What follows belongs to an exercise in optimizing a design on an open flow for small area, a short achievable clock period and few clock cycles; a production flow would make more cautious choices. In this exercise RTL edits were held to simulation tests only and were not proved equivalent to the original. Power and IR drop assume default switching activity.

==> v16: inputs <==
==> flow/design.v (excerpt) <==
module dctq_rle_encoder #(
  parameter int DW = dctq_rle_pkg::DW_DEFAULT
) (
  input  logic          clk,
  input  logic          reset_n,
  input  logic [DW-1:0] dctq,
  input  logic          dctq_valid,
  input  logic [5:0]    addr,
  output logic          hold,
  output logic          rle_valid,
  output logic [5:0]    rle_run,
  output logic [DW-1:0] rle_level,
  output logic          rle_last,
  input  logic          rle_ready,
  output logic          overrun
);
  logic          wb_q, wb_d;
  logic [5:0]    wcnt_q, wcnt_d;
  logic          inord_q, inord_d;    
  logic [1:0]    full_q, full_d, full_set, full_clr;
  logic          hold_q, hold_d;
  logic          overrun_q, overrun_d;
  logic          wr_en, wr_tok, wr_done;
  logic [1:0]    clr_q;               
  logic [1:0]    tok_q;               
  logic [6:0]    owe_q [2];           
  logic [6:0]    owe_d [2];
  logic          rb_q, rb_d;
  logic [7:0]    g0_q, g0_d;          
  logic [7:0]    g1_q, g1_d;          
  logic [2:0]    gb_q, gb_d;          
  logic [7:0]    rem_q, rem_d;        
  logic          sdone_q, sdone_d;    
  logic          eobw_q, eobw_d;      
  logic          kill_q, kill_d;      
  logic          adv_q;               
  logic [7:0]    a8_q, b8_q;          
  logic          gava_q, gavb_q;      
  logic [7:0]    a8_d, b8_d;
  logic          gava_d, gavb_d;
  logic          t_v_q, t_v_d;
  logic [7:0]    t_g0_q, t_g0_d;
  ...
make LEC_CHECK=0 CAP_MARGIN=20 CORE_MARGIN=2 CORE_UTILIZATION=30 CTS_CLUSTER_DIAMETER=80 CTS_CLUSTER_SIZE=30 SETUP_SLACK_MARGIN=3.1 SLEW_MARGIN=20 finish   # period 5.5 ns
run.sh (not shown) runs the stock make flow with config.mk's settings and CLKGATE_MAP_FILE= SYNTH_SCRIPT=/design/flow/synth_recipe.tcl, a recipe that flattens the netlist after the stock synthesis.
==> v26 (differences from v16) <==
--- a/flow/design.v
+++ b/flow/design.v
@@ -157,19 +157,22 @@
 );
   logic [DW-1:0] s0 [64];
   logic [DW-1:0] s1 [64];
   logic [DW-1:0] m0 [64];
   logic [DW-1:0] m1 [64];
   logic [63:0]   hit;
+  logic [DW-1:0] wd0, wd1;
+  assign wd0 = wr_dat & {DW{wr_en & ~wr_bank}};
+  assign wd1 = wr_dat & {DW{wr_en & wr_bank}};
   for (genvar p = 0; p < 64; p++) begin : g_ent
     assign hit[p] = (wr_addr == dctq_rle_pkg::zz(6'(p)));
     always_ff @(posedge clk) begin
-      s0[p] <= (s0[p] | {DW{clr[0]}}) & ~({DW{wr_en & hit[p] & ~wr_bank}} & wr_dat);
+      s0[p] <= (s0[p] | {DW{clr[0]}}) & ~({DW{hit[p]}} & wd0);
     end
     always_ff @(posedge clk) begin
-      s1[p] <= (s1[p] | {DW{clr[1]}}) & ~({DW{wr_en & hit[p] & wr_bank}} & wr_dat);
+      s1[p] <= (s1[p] | {DW{clr[1]}}) & ~({DW{hit[p]}} & wd1);
     end
     assign m0[p]  = ~s0[p];
     assign m1[p]  = ~s1[p];
     assign nz0[p] = |m0[p];
     assign nz1[p] = |m1[p];
   end
@@ -227,17 +230,14 @@
   logic [7:0]    g1_q, g1_d;          
   logic [2:0]    gb_q, gb_d;          
   logic [7:0]    rem_q, rem_d;        
   logic          sdone_q, sdone_d;    
   logic          eobw_q, eobw_d;      
   logic          kill_q, kill_d;      
-  logic          adv_q;               
-  logic [7:0]    a8_q, b8_q;          
-  logic          gava_q, gavb_q;      
-  logic [7:0]    a8_d, b8_d;
-  logic          gava_d, gavb_d;
+  logic [7:0]    a8_q, a8_d;          
+  logic          gava_q, gava_d;      
   logic          t_v_q, t_v_d;
   logic [7:0]    t_g0_q, t_g0_d;
   logic [7:0]    t_g1_q, t_g1_d;
   logic [7:0]    t_i_q, t_i_d;
   logic [5:0]    t_p_q, t_p_d;        
   logic          t_rd_q;              
@@ -247,13 +247,13 @@
   logic [DW-1:0] rle_level_q, rle_level_d;
   logic          rle_last_q, rle_last_d;
   logic [63:0]   nz0, nz1, avail;
   logic [7:0]    c8, cand, first;
   logic [2:0]    fi;
   logic          found, gavail, more, adv;
-  logic          out_free, t_load, eob_load, t_move, owed;
+  logic          out_free, t_load, eob_load, eob_full, eob_fast, t_move, owed;
   logic [DW-1:0] coef;
   logic [4*DW-1:0] rd_part;
   dctq_pingpong_ram #(.DW(DW)) u_ram (
     .clk     (clk),
     .wr_en   (wr_en),
     .wr_bank (wb_q),
@@ -294,29 +294,24 @@
     for (int p = 0; p < 64; p++) begin
       avail[p] = full_q[rb_q] | (inord_q & (wcnt_q > dctq_rle_pkg::maxr(6'(p))));
     end
   end
   always_comb begin
     a8_d   = '0;
-    b8_d   = '0;
     gava_d = 1'b0;
-    gavb_d = 1'b0;
     for (int j = 0; j < 8; j++) begin
       for (int i = 0; i < 8; i++) begin
         a8_d[i] = a8_d[i] | (avail[8*j+i] & ((8*j+i == 0) ? (g0_q[j] | g1_q[j]) :
                                              ((g0_q[j] & nz0[8*j+i]) | (g1_q[j] & nz1[8*j+i]))));
-        if (j < 7) b8_d[i] = b8_d[i] | (avail[8*j+8+i] &
-                                        ((g0_q[j] & nz0[8*j+8+i]) | (g1_q[j] & nz1[8*j+8+i])));
       end
       gava_d = gava_d | ((g0_q[j] | g1_q[j]) & avail[8*j+7]);
-      if (j < 7) gavb_d = gavb_d | ((g0_q[j] | g1_q[j]) & avail[8*j+15]);
     end
   end
   always_comb begin
-    c8     = adv_q ? b8_q : a8_q;
-    gavail = ~kill_q & (adv_q ? gavb_q : gava_q);
+    c8     = a8_q;
+    gavail = ~kill_q & gava_q;
     cand   = c8 & rem_q & {8{~kill_q}};
     first  = cand & ~(cand - 8'd1);
     found  = |cand;
     more   = |(cand & ~first);
     adv    = gavail & ~more & ~sdone_q;
     fi     = '0;
@@ -324,15 +319,15 @@
   end
   always_comb begin
     coef     = rd_part[0 +: DW] | rd_part[DW +: DW] | rd_part[2*DW +: DW] | rd_part[3*DW +: DW];
     out_free = ~rle_valid_q | rle_ready;
     t_load   = t_v_q & t_rd_q & out_free;
     owed     = (owe_q[rb_q] != 7'd0) | tok_q[rb_q];
-    eob_load = out_free & ~t_v_q & ~eobw_q &
-               ((~owed & (full_q[rb_q] | (wr_done & (addr != 6'd0) & ~(|dctq)))) |
-                (full_q[rb_q] & sdone_q));
+    eob_full = ~t_v_q & ~eobw_q & full_q[rb_q] & (~owed | sdone_q);
+    eob_fast = ~t_v_q & ~eobw_q & ~owed & inord_q & (wcnt_q == 6'd63) & ~hold_q;
+    eob_load = out_free & (eob_full | (eob_fast & dctq_valid & ~(|dctq)));
     t_move   = ~t_v_q | t_load;
     rb_d        = rb_q;
     g0_d        = g0_q;
     g1_d        = g1_q;
     gb_d        = gb_q;
     rem_d       = rem_q;
@@ -362,12 +357,13 @@
         t_g1_d = g1_q;
         t_i_d  = first;
         t_p_d  = {gb_q, fi};
         rem_d  = rem_q & ~first;
       end
       if (adv) begin
+        kill_d = 1'b1;
         g0_d  = {g0_q[6:0], 1'b0};
         g1_d  = {g1_q[6:0], 1'b0};
         gb_d  = gb_q + 3'd1;
         rem_d = 8'hFF;
         if (gb_q == 3'd7) sdone_d = 1'b1;
       end
@@ -462,16 +458,13 @@
   end
   always_ff @(posedge clk) begin
     clr_q <= {~reset_n | (eobw_q & rle_ready & rb_q), ~reset_n | (eobw_q & rle_ready & ~rb_q)};
   end
   always_ff @(posedge clk) begin
     a8_q   <= a8_d;
-    b8_q   <= b8_d;
     gava_q <= gava_d;
-    gavb_q <= gavb_d;
-    adv_q  <= (gb_d != gb_q) & ~kill_d;
   end
   assign hold      = hold_q;
   assign overrun   = overrun_q;
   assign rle_valid = rle_valid_q;
   assign rle_run   = rle_run_q;
   assign rle_level = rle_level_q;
==> v19 (differences from v16) <==
--- a/flow/design.v
+++ b/flow/design.v
@@ -227,17 +227,14 @@
   logic [7:0]    g1_q, g1_d;          
   logic [2:0]    gb_q, gb_d;          
   logic [7:0]    rem_q, rem_d;        
   logic          sdone_q, sdone_d;    
   logic          eobw_q, eobw_d;      
   logic          kill_q, kill_d;      
-  logic          adv_q;               
-  logic [7:0]    a8_q, b8_q;          
-  logic          gava_q, gavb_q;      
-  logic [7:0]    a8_d, b8_d;
-  logic          gava_d, gavb_d;
+  logic [7:0]    a8_q, a8_d;          
+  logic          gava_q, gava_d;      
   logic          t_v_q, t_v_d;
   logic [7:0]    t_g0_q, t_g0_d;
   logic [7:0]    t_g1_q, t_g1_d;
   logic [7:0]    t_i_q, t_i_d;
   logic [5:0]    t_p_q, t_p_d;        
   logic          t_rd_q;              
@@ -247,13 +244,13 @@
   logic [DW-1:0] rle_level_q, rle_level_d;
   logic          rle_last_q, rle_last_d;
   logic [63:0]   nz0, nz1, avail;
   logic [7:0]    c8, cand, first;
   logic [2:0]    fi;
   logic          found, gavail, more, adv;
-  logic          out_free, t_load, eob_load, t_move, owed;
+  logic          out_free, t_load, eob_load, eob_full, eob_fast, t_move, owed;
   logic [DW-1:0] coef;
   logic [4*DW-1:0] rd_part;
   dctq_pingpong_ram #(.DW(DW)) u_ram (
     .clk     (clk),
     .wr_en   (wr_en),
     .wr_bank (wb_q),
@@ -294,29 +291,24 @@
     for (int p = 0; p < 64; p++) begin
       avail[p] = full_q[rb_q] | (inord_q & (wcnt_q > dctq_rle_pkg::maxr(6'(p))));
     end
   end
   always_comb begin
     a8_d   = '0;
-    b8_d   = '0;
     gava_d = 1'b0;
-    gavb_d = 1'b0;
     for (int j = 0; j < 8; j++) begin
       for (int i = 0; i < 8; i++) begin
         a8_d[i] = a8_d[i] | (avail[8*j+i] & ((8*j+i == 0) ? (g0_q[j] | g1_q[j]) :
                                              ((g0_q[j] & nz0[8*j+i]) | (g1_q[j] & nz1[8*j+i]))));
-        if (j < 7) b8_d[i] = b8_d[i] | (avail[8*j+8+i] &
-                                        ((g0_q[j] & nz0[8*j+8+i]) | (g1_q[j] & nz1[8*j+8+i])));
       end
       gava_d = gava_d | ((g0_q[j] | g1_q[j]) & avail[8*j+7]);
-      if (j < 7) gavb_d = gavb_d | ((g0_q[j] | g1_q[j]) & avail[8*j+15]);
     end
   end
   always_comb begin
-    c8     = adv_q ? b8_q : a8_q;
-    gavail = ~kill_q & (adv_q ? gavb_q : gava_q);
+    c8     = a8_q;
+    gavail = ~kill_q & gava_q;
     cand   = c8 & rem_q & {8{~kill_q}};
     first  = cand & ~(cand - 8'd1);
     found  = |cand;
     more   = |(cand & ~first);
     adv    = gavail & ~more & ~sdone_q;
     fi     = '0;
@@ -324,15 +316,15 @@
   end
   always_comb begin
     coef     = rd_part[0 +: DW] | rd_part[DW +: DW] | rd_part[2*DW +: DW] | rd_part[3*DW +: DW];
     out_free = ~rle_valid_q | rle_ready;
     t_load   = t_v_q & t_rd_q & out_free;
     owed     = (owe_q[rb_q] != 7'd0) | tok_q[rb_q];
-    eob_load = out_free & ~t_v_q & ~eobw_q &
-               ((~owed & (full_q[rb_q] | (wr_done & (addr != 6'd0) & ~(|dctq)))) |
-                (full_q[rb_q] & sdone_q));
+    eob_full = ~t_v_q & ~eobw_q & full_q[rb_q] & (~owed | sdone_q);
+    eob_fast = ~t_v_q & ~eobw_q & ~owed & inord_q & (wcnt_q == 6'd63) & ~hold_q;
+    eob_load = out_free & (eob_full | (eob_fast & dctq_valid & ~(|dctq)));
     t_move   = ~t_v_q | t_load;
     rb_d        = rb_q;
     g0_d        = g0_q;
     g1_d        = g1_q;
     gb_d        = gb_q;
     rem_d       = rem_q;
@@ -362,12 +354,13 @@
         t_g1_d = g1_q;
         t_i_d  = first;
         t_p_d  = {gb_q, fi};
         rem_d  = rem_q & ~first;
       end
       if (adv) begin
+        kill_d = 1'b1;
         g0_d  = {g0_q[6:0], 1'b0};
         g1_d  = {g1_q[6:0], 1'b0};
         gb_d  = gb_q + 3'd1;
         rem_d = 8'hFF;
         if (gb_q == 3'd7) sdone_d = 1'b1;
       end
@@ -462,16 +455,13 @@
   end
   always_ff @(posedge clk) begin
     clr_q <= {~reset_n | (eobw_q & rle_ready & rb_q), ~reset_n | (eobw_q & rle_ready & ~rb_q)};
   end
   always_ff @(posedge clk) begin
     a8_q   <= a8_d;
-    b8_q   <= b8_d;
     gava_q <= gava_d;
-    gavb_q <= gavb_d;
-    adv_q  <= (gb_d != gb_q) & ~kill_d;
   end
   assign hold      = hold_q;
   assign overrun   = overrun_q;
   assign rle_valid = rle_valid_q;
   assign rle_run   = rle_run_q;
   assign rle_level = rle_level_q;
CTS_CLUSTER_SIZE = 26   (was 30)
SETUP_SLACK_MARGIN = 3.2   (was 3.1)
==> v24 (differences from v16) <==
--- a/flow/design.v
+++ b/flow/design.v
@@ -227,17 +227,14 @@
   logic [7:0]    g1_q, g1_d;          
   logic [2:0]    gb_q, gb_d;          
   logic [7:0]    rem_q, rem_d;        
   logic          sdone_q, sdone_d;    
   logic          eobw_q, eobw_d;      
   logic          kill_q, kill_d;      
-  logic          adv_q;               
-  logic [7:0]    a8_q, b8_q;          
-  logic          gava_q, gavb_q;      
-  logic [7:0]    a8_d, b8_d;
-  logic          gava_d, gavb_d;
+  logic [7:0]    a8_q, a8_d;          
+  logic          gava_q, gava_d;      
   logic          t_v_q, t_v_d;
   logic [7:0]    t_g0_q, t_g0_d;
   logic [7:0]    t_g1_q, t_g1_d;
   logic [7:0]    t_i_q, t_i_d;
   logic [5:0]    t_p_q, t_p_d;        
   logic          t_rd_q;              
@@ -247,13 +244,13 @@
   logic [DW-1:0] rle_level_q, rle_level_d;
   logic          rle_last_q, rle_last_d;
   logic [63:0]   nz0, nz1, avail;
   logic [7:0]    c8, cand, first;
   logic [2:0]    fi;
   logic          found, gavail, more, adv;
-  logic          out_free, t_load, eob_load, t_move, owed;
+  logic          out_free, t_load, eob_load, eob_full, eob_fast, t_move, owed;
   logic [DW-1:0] coef;
   logic [4*DW-1:0] rd_part;
   dctq_pingpong_ram #(.DW(DW)) u_ram (
     .clk     (clk),
     .wr_en   (wr_en),
     .wr_bank (wb_q),
@@ -294,29 +291,24 @@
     for (int p = 0; p < 64; p++) begin
       avail[p] = full_q[rb_q] | (inord_q & (wcnt_q > dctq_rle_pkg::maxr(6'(p))));
     end
   end
   always_comb begin
     a8_d   = '0;
-    b8_d   = '0;
     gava_d = 1'b0;
-    gavb_d = 1'b0;
     for (int j = 0; j < 8; j++) begin
       for (int i = 0; i < 8; i++) begin
         a8_d[i] = a8_d[i] | (avail[8*j+i] & ((8*j+i == 0) ? (g0_q[j] | g1_q[j]) :
                                              ((g0_q[j] & nz0[8*j+i]) | (g1_q[j] & nz1[8*j+i]))));
-        if (j < 7) b8_d[i] = b8_d[i] | (avail[8*j+8+i] &
-                                        ((g0_q[j] & nz0[8*j+8+i]) | (g1_q[j] & nz1[8*j+8+i])));
       end
       gava_d = gava_d | ((g0_q[j] | g1_q[j]) & avail[8*j+7]);
-      if (j < 7) gavb_d = gavb_d | ((g0_q[j] | g1_q[j]) & avail[8*j+15]);
     end
   end
   always_comb begin
-    c8     = adv_q ? b8_q : a8_q;
-    gavail = ~kill_q & (adv_q ? gavb_q : gava_q);
+    c8     = a8_q;
+    gavail = ~kill_q & gava_q;
     cand   = c8 & rem_q & {8{~kill_q}};
     first  = cand & ~(cand - 8'd1);
     found  = |cand;
     more   = |(cand & ~first);
     adv    = gavail & ~more & ~sdone_q;
     fi     = '0;
@@ -324,15 +316,15 @@
   end
   always_comb begin
     coef     = rd_part[0 +: DW] | rd_part[DW +: DW] | rd_part[2*DW +: DW] | rd_part[3*DW +: DW];
     out_free = ~rle_valid_q | rle_ready;
     t_load   = t_v_q & t_rd_q & out_free;
     owed     = (owe_q[rb_q] != 7'd0) | tok_q[rb_q];
-    eob_load = out_free & ~t_v_q & ~eobw_q &
-               ((~owed & (full_q[rb_q] | (wr_done & (addr != 6'd0) & ~(|dctq)))) |
-                (full_q[rb_q] & sdone_q));
+    eob_full = ~t_v_q & ~eobw_q & full_q[rb_q] & (~owed | sdone_q);
+    eob_fast = ~t_v_q & ~eobw_q & ~owed & inord_q & (wcnt_q == 6'd63) & ~hold_q;
+    eob_load = out_free & (eob_full | (eob_fast & dctq_valid & ~(|dctq)));
     t_move   = ~t_v_q | t_load;
     rb_d        = rb_q;
     g0_d        = g0_q;
     g1_d        = g1_q;
     gb_d        = gb_q;
     rem_d       = rem_q;
@@ -362,12 +354,13 @@
         t_g1_d = g1_q;
         t_i_d  = first;
         t_p_d  = {gb_q, fi};
         rem_d  = rem_q & ~first;
       end
       if (adv) begin
+        kill_d = 1'b1;
         g0_d  = {g0_q[6:0], 1'b0};
         g1_d  = {g1_q[6:0], 1'b0};
         gb_d  = gb_q + 3'd1;
         rem_d = 8'hFF;
         if (gb_q == 3'd7) sdone_d = 1'b1;
       end
@@ -462,16 +455,13 @@
   end
   always_ff @(posedge clk) begin
     clr_q <= {~reset_n | (eobw_q & rle_ready & rb_q), ~reset_n | (eobw_q & rle_ready & ~rb_q)};
   end
   always_ff @(posedge clk) begin
     a8_q   <= a8_d;
-    b8_q   <= b8_d;
     gava_q <= gava_d;
-    gavb_q <= gavb_d;
-    adv_q  <= (gb_d != gb_q) & ~kill_d;
   end
   assign hold      = hold_q;
   assign overrun   = overrun_q;
   assign rle_valid = rle_valid_q;
   assign rle_run   = rle_run_q;
   assign rle_level = rle_level_q;
==> results.txt <==
                                                                                 v26                v24               v19                v16
Fraction of standard cell area in multi-input logic                            0.409              0.424             0.425              0.424
Die ar.                                                                  170,000 um2        171,000 um2       171,000 um2        174,000 um2
Combinational cell power                                                      751 uW             734 uW            755 uW             745 uW
Req. time, crit path                                                         5930 ps            6050 ps           4400 ps            6200 ps
Synthesized-area fraction occupied by and/or/nand/nor cells                    0.165              0.169             0.169              0.175
Non-clock buffer instance count of the final layout                              260                168               184                181
Number of antenna violations at the first check in global routing                 18                 13                13                  2
Layout cells sized above 1                                                     0.101              0.101             0.104              0.100
Outcome                                                               finished clean     finished clean    finished clean     finished clean
CTS Buf Count                                                                     53                 59                59                 59
Xor/xnor cell area share of the yosys netlist                                0.00576            0.00593           0.00593            0.00564
Detail Route met3 WL                                                         21.7 mm            21.6 mm           22.7 mm            19.5 mm
Area share of the largest cell type after synthesis                            0.524              0.523             0.523              0.517
Average vias per placed instance                                                5.94               5.96              6.00               5.99
Area taken by flip-flops and latches                                      26,400 um2         26,300 um2        26,300 um2         26,500 um2
Adder-cell share of the synthesized area                                     0.00489            0.00510           0.00510            0.00454
Number of well taps                                                            2,204              2,204             2,204              2,218
Actual slew at the worst max-slew pin                                        1200 ps            1140 ps           1280 ps            1300 ps
Worst reg2reg endpoint                                             u_ram.rd_part[31]  u_ram.rd_part[22]  u_ram.rd_part[4]  u_ram.rd_part[27]
Setup slack at placement                                                     1460 ps            1510 ps           1410 ps            1470 ps
Total detailed-routing wirelength                                             203 mm             204 mm            206 mm             205 mm
Placement-stage cell area                                                 52,800 um2         52,600 um2        53,100 um2         54,100 um2
Testbench counts of v16, summed over its fixed seeds: cycles 20,614.
Testbench counts of v26, summed over its fixed seeds: cycles 20,720.
Testbench counts of v19, summed over its fixed seeds: cycles 20,720.
Testbench counts of v24, summed over its fixed seeds: cycles 20,720.

-- port drivers added, routing unchanged --
No port has a modelled driver above. Below, the same layouts with a new extraction and two added sets of constraints. Step 1, drivers: a clkbuf_16 drives clk and a buf_2 each remaining input, both assumed. Step 2 times the ports against the registers' clock, not the clock port: input delays grow and output delays shrink by t, the midpoint of the rising clock arrivals with the driver on. Slacks: no drivers / after step 1 / after step 2; pairs: no drivers / after step 1.
run	t, ns	setup WS [ns]	clock arrival spread, ns	worst data-port slew with drivers (ns)	pins driven straight from the clock port
v16	0.820	2.990 / 2.878 / 2.058	0.038 / 0.037	0.34	1
v26	0.744	2.973 / 2.973 / 2.273	0.037 / 0.037	0.18	1
v19	0.801	3.089 / 3.016 / 2.283	0.040 / 0.040	0.22	1
v24	0.809	3.036 / 2.987 / 2.244	0.038 / 0.038	0.13	1
After both steps setup and hold are still met in every run listed. The setup slack of v16, which loses most, moves by -0.112 ns with the drivers and by -0.932 ns with both steps.
